From an optimization exercise on the open Yosys and OpenROAD flow, aimed at small area, a short achievable clock period and few clock cycles per item; shortcuts taken in it are not production practice. The RTL was checked by simulation tests, not by an equivalence proof against the original design. No activity file was given, so power comes from the tool's default toggle rates.

## v6
==> module range_sign_product_tree, before the edit <==
module range_sign_product_tree #(
    parameter int unsigned MAX_ELEMENTS = 1024
) (
    input  logic        i_clk,
    input  logic        i_rst_n,
    input  logic        i_s_tvalid,
    output logic        o_s_tready,
    input  logic [31:0] i_s_tdata,    
    input  logic        i_s_tuser,    
    output logic        o_m_tvalid,
    input  logic        i_m_tready,
    output logic [7:0]  o_m_tdata,    
    output logic        o_m_tuser,    
    input  logic        i_psel,
    input  logic        i_penable,
    input  logic        i_pwrite,
    input  logic [2:0]  i_paddr,
    input  logic [31:0] i_pwdata,
    output logic [31:0] o_prdata,
    output logic        o_pready
);
    localparam int unsigned POS_W = rspt_pkg::POS_W;
    localparam int unsigned EW    = rspt_pkg::ELEM_W;
    localparam int unsigned NB    = rspt_pkg::NB;
    localparam int unsigned NL    = rspt_pkg::NL;
    localparam int unsigned DEPTH = rspt_pkg::DEPTH;
    localparam int unsigned CW    = $clog2(DEPTH + 1);
    logic [EW-1:0] w_elements;
    rspt_cfg u_cfg (
        .i_clk      (i_clk),
        .i_rst_n    (i_rst_n),
        .i_psel     (i_psel),
        .i_penable  (i_penable),
        .i_pwrite   (i_pwrite),
        .i_paddr    (i_paddr),
        .i_pwdata   (i_pwdata),
        .o_prdata   (o_prdata),
        .o_pready   (o_pready),
        .o_elements (w_elements)
    );
    logic [CW-1:0] r_cnt;       
    logic          w_accept;
    logic          w_out_xfer;
    assign o_s_tready = (r_cnt < CW'(DEPTH));
    assign w_accept   = i_s_tvalid && o_s_tready;
    always_ff @(posedge i_clk) begin
        if (!i_rst_n) begin
            r_cnt <= '0;
        end else begin
            r_cnt <= r_cnt + CW'(w_accept && (i_s_tuser == rspt_pkg::CMD_PRODUCT))
                           - CW'(w_out_xfer);
        end
    end
    logic [POS_W-1:0] w_f, w_l;
    logic [EW-1:0]    w_n;
    logic             w_chg_ok;
    assign w_f      = i_s_tdata[9:0];
    assign w_l      = i_s_tdata[19:10];
    assign w_n      = w_elements;
    assign w_chg_ok = w_n[POS_W] || (w_f < w_n[POS_W-1:0]);
    logic          w_same;
    logic [NL-1:0] w_k_f, w_k_l;
    rspt_engine_dec u_dec (
        .i_first (w_f),
        .i_last  (w_l),
        .o_same  (w_same),
        .o_k_f   (w_k_f),
        .o_k_l   (w_k_l)
    );
    logic                     r0_prod;
    logic                     r0_gt, r0_over;
    logic [NB-1:0]            r0_wb_n;    
    logic [NL-1:0]            r0_wl_n;
    logic                     r0_nz, r0_nn;
    logic [rspt_pkg::HI_W-1:0] r0_fb, r0_lb;
    logic                     r0_same;
    logic [NL-1:0]            r0_k_f, r0_k_l;
    always_ff @(posedge i_clk) begin
        if (!i_rst_n) begin
            r0_prod <= 1'b0;
        end else begin
            r0_prod <= w_accept && (i_s_tuser == rspt_pkg::CMD_PRODUCT);
        end
    end
    always_ff @(posedge i_clk) begin
        for (int b = 0; b < NB; b++) begin
            r0_wb_n[b] <= i_rst_n && (w_f[POS_W-1:rspt_pkg::LO_W] != b[rspt_pkg::HI_W-1:0]);
        end
        for (int k = 0; k < NL; k++) begin
            r0_wl_n[k] <= i_rst_n &&
                          !(w_accept && (i_s_tuser == rspt_pkg::CMD_CHANGE) && w_chg_ok &&
                            (w_f[rspt_pkg::LO_W-1:0] == k[rspt_pkg::LO_W-1:0]));
        end
        r0_nz   <= i_rst_n && (i_s_tdata[27:20] != 8'd0);
    end
    always_ff @(posedge i_clk) begin
        r0_gt   <= (w_f > w_l);
        r0_over <= !w_n[POS_W] && (w_l >= w_n[POS_W-1:0]);
        r0_nn   <= !i_s_tdata[27];
        r0_fb   <= w_f[POS_W-1:rspt_pkg::LO_W];
        r0_lb   <= w_l[POS_W-1:rspt_pkg::LO_W];
        r0_same <= w_same;
        r0_k_f  <= w_k_f;
        r0_k_l  <= w_k_l;
    end
    logic [NB-1:0][NL-1:0] w_nz, w_nn;
    rspt_ram u_leaves (
        .i_clk   (i_clk),
        .i_bsel_n (r0_wb_n),
        .i_lsel_n (r0_wl_n),
        .i_nz    (r0_nz),
        .i_nn    (r0_nn),
        .o_nz    (w_nz),
        .o_nn    (w_nn)
    );
    logic [NB-1:0]      w_bzero;
    logic [NB-1:0][1:0] w_bpar;
    rspt_engine u_range (
        .i_fb    (r0_fb),
        .i_lb    (r0_lb),
        .i_same  (r0_same),
        .i_k_f   (r0_k_f),
        .i_k_l   (r0_k_l),
        .i_nz    (w_nz),
        .i_nn    (w_nn),
        .o_zero  (w_bzero),
        .o_par   (w_bpar)
    );
    logic          r1_v;
    logic          r1_bad;
    logic [NB-1:0]      r1_zero;
    logic [NB-1:0][1:0] r1_par;
    always_ff @(posedge i_clk) begin
        if (!i_rst_n) begin
            r1_v <= 1'b0;
        end else begin
            r1_v <= r0_prod;
        end
    end
    always_ff @(posedge i_clk) begin
        r1_bad  <= r0_gt || r0_over;
        r1_zero <= w_bzero;
        r1_par  <= w_bpar;
    end
    logic [2:0] w_res;    
    always_comb begin
        if (r1_bad || (|r1_zero)) begin
            w_res = {r1_bad, rspt_pkg::SIGN_ZERO};
        end else if (^r1_par) begin
            w_res = {1'b0, rspt_pkg::SIGN_NEG};
        end else begin
            w_res = {1'b0, rspt_pkg::SIGN_POS};
        end
    end
    logic [DEPTH-1:0]      r_fv;
    logic [DEPTH-1:0][2:0] r_fd;
    logic [DEPTH-1:0]      w_fv_s;
    logic [DEPTH-1:0][2:0] w_fd_s;
    assign w_out_xfer = r_fv[0] && i_m_tready;
    always_comb begin
        for (int k = 0; k < DEPTH; k++) begin
            if (w_out_xfer) begin
                w_fv_s[k] = (k + 1 < DEPTH) ? r_fv[(k + 1) % DEPTH] : 1'b0;
                w_fd_s[k] = (k + 1 < DEPTH) ? r_fd[(k + 1) % DEPTH] : r_fd[k];
            end else begin
                w_fv_s[k] = r_fv[k];
                w_fd_s[k] = r_fd[k];
            end
        end
    end
    always_ff @(posedge i_clk) begin
        if (!i_rst_n) begin
            r_fv <= '0;
        end else begin
            for (int k = 0; k < DEPTH; k++) begin
                r_fv[k] <= w_fv_s[k] ||
                           (r1_v && ((k == 0) ? 1'b1 : w_fv_s[(k + DEPTH - 1) % DEPTH]));
            end
        end
    end
    always_ff @(posedge i_clk) begin
        for (int k = 0; k < DEPTH; k++) begin
            if (!w_fv_s[k] && ((k == 0) || w_fv_s[(k + DEPTH - 1) % DEPTH])) begin
                r_fd[k] <= w_res;
            end else begin
                r_fd[k] <= w_fd_s[k];
            end
        end
    end
    assign o_m_tvalid = r_fv[0];
    assign o_m_tdata  = {6'b0, r_fd[0][1:0]};
    assign o_m_tuser  = r_fd[0][2];
endmodule
Settings: LEC_CHECK=0, CAP_MARGIN=20, CORE_MARGIN=2, CORE_UTILIZATION=45, CTS_CLUSTER_DIAMETER=80, CTS_CLUSTER_SIZE=30, PLACE_DENSITY=0.6, SETUP_SLACK_MARGIN=4.3, SLEW_MARGIN=20; clock period 8.0 ns.
run.sh (not shown) runs the stock make flow with config.mk's settings and CLKGATE_MAP_FILE= SYNTH_SCRIPT=/design/flow/synth_recipe.tcl, a recipe that flattens the netlist after the stock synthesis.
Testbench counts of v6, summed over its fixed seeds: cycles 9,624, items 9,600.
What v7 does differently from v6 at the input level:
--- a/flow/design.v
+++ b/flow/design.v
@@ -11,11 +11,11 @@
     localparam int unsigned VAL_W = 8;
     localparam int unsigned LO_W = 5;
     localparam int unsigned HI_W = POS_W - LO_W;
     localparam int unsigned NL   = 1 << LO_W;
     localparam int unsigned NB   = 1 << HI_W;
-    localparam int unsigned DEPTH = 4;
+    localparam int unsigned DEPTH = 5;
 endpackage
 module rspt_cfg (
     input  logic                        i_clk,
     input  logic                        i_rst_n,
     input  logic                        i_psel,
@@ -294,10 +294,22 @@
             w_res = {1'b0, rspt_pkg::SIGN_NEG};
         end else begin
             w_res = {1'b0, rspt_pkg::SIGN_POS};
         end
     end
+    logic       r2_v;
+    logic [2:0] r2_res;
+    always_ff @(posedge i_clk) begin
+        if (!i_rst_n) begin
+            r2_v <= 1'b0;
+        end else begin
+            r2_v <= r1_v;
+        end
+    end
+    always_ff @(posedge i_clk) begin
+        r2_res <= w_res;
+    end
     logic [DEPTH-1:0]      r_fv;
     logic [DEPTH-1:0][2:0] r_fd;
     logic [DEPTH-1:0]      w_fv_s;
     logic [DEPTH-1:0][2:0] w_fd_s;
     assign w_out_xfer = r_fv[0] && i_m_tready;
@@ -316,18 +328,18 @@
         if (!i_rst_n) begin
             r_fv <= '0;
         end else begin
             for (int k = 0; k < DEPTH; k++) begin
                 r_fv[k] <= w_fv_s[k] ||
-                           (r1_v && ((k == 0) ? 1'b1 : w_fv_s[(k + DEPTH - 1) % DEPTH]));
+                           (r2_v && ((k == 0) ? 1'b1 : w_fv_s[(k + DEPTH - 1) % DEPTH]));
             end
         end
     end
     always_ff @(posedge i_clk) begin
         for (int k = 0; k < DEPTH; k++) begin
             if (!w_fv_s[k] && ((k == 0) || w_fv_s[(k + DEPTH - 1) % DEPTH])) begin
-                r_fd[k] <= w_res;
+                r_fd[k] <= r2_res;
             end else begin
                 r_fd[k] <= w_fd_s[k];
             end
         end
     end
[summary]
Compare v6 and v7 | pin count of the biggest net entering global routing lower: v6. On total number of H-tree levels, the higher figure sits with v6, not v7. v6 → v7: critical path depth higher, count of clock-buffer cells in the layout has decreased, worst setup timing slack at the placement stage now sits higher. v7 vs. v6: synthesized-area fraction occupied by ao, oa, aoi and oai cells barely changed; buffer count excluding the clock tree in the final layout increased about 3.5%; fraction of power consumed by the clock network lower.
Testbench counts of v7, summed over its fixed seeds: cycles 9,632, items 9,600.

-- static timing again, ports no longer ideal --
The results above use ideal ports. As a check the final layouts listed here were re-extracted and re-timed, cells and wires unchanged.
Step 1 assumes that a clkbuf_16 drives the clock port and a buf_2 every other input.
Step 2 moves the port delays by t, midway between the first and last clock arrival at a register: inputs arrive t later, outputs are due t later. That takes back most of the time a late clock gives input paths.
Three values: ideal, step 1, step 2; two values: the first two.
run	shift t [ns]	setup WS [ns]	worst setup path after step 2	latest minus earliest clock arrival (ns)
v6	0.950	4.037 / 4.037 / 3.615	input to register	0.068 / 0.068
v7	0.941	4.081 / 4.081 / 3.440	input to register	0.079 / 0.079
After both steps setup and hold are still met in every run listed. For v7, which loses most, drivers alone change the setup slack by 0.000 ns; drivers and shift together by -0.641 ns.
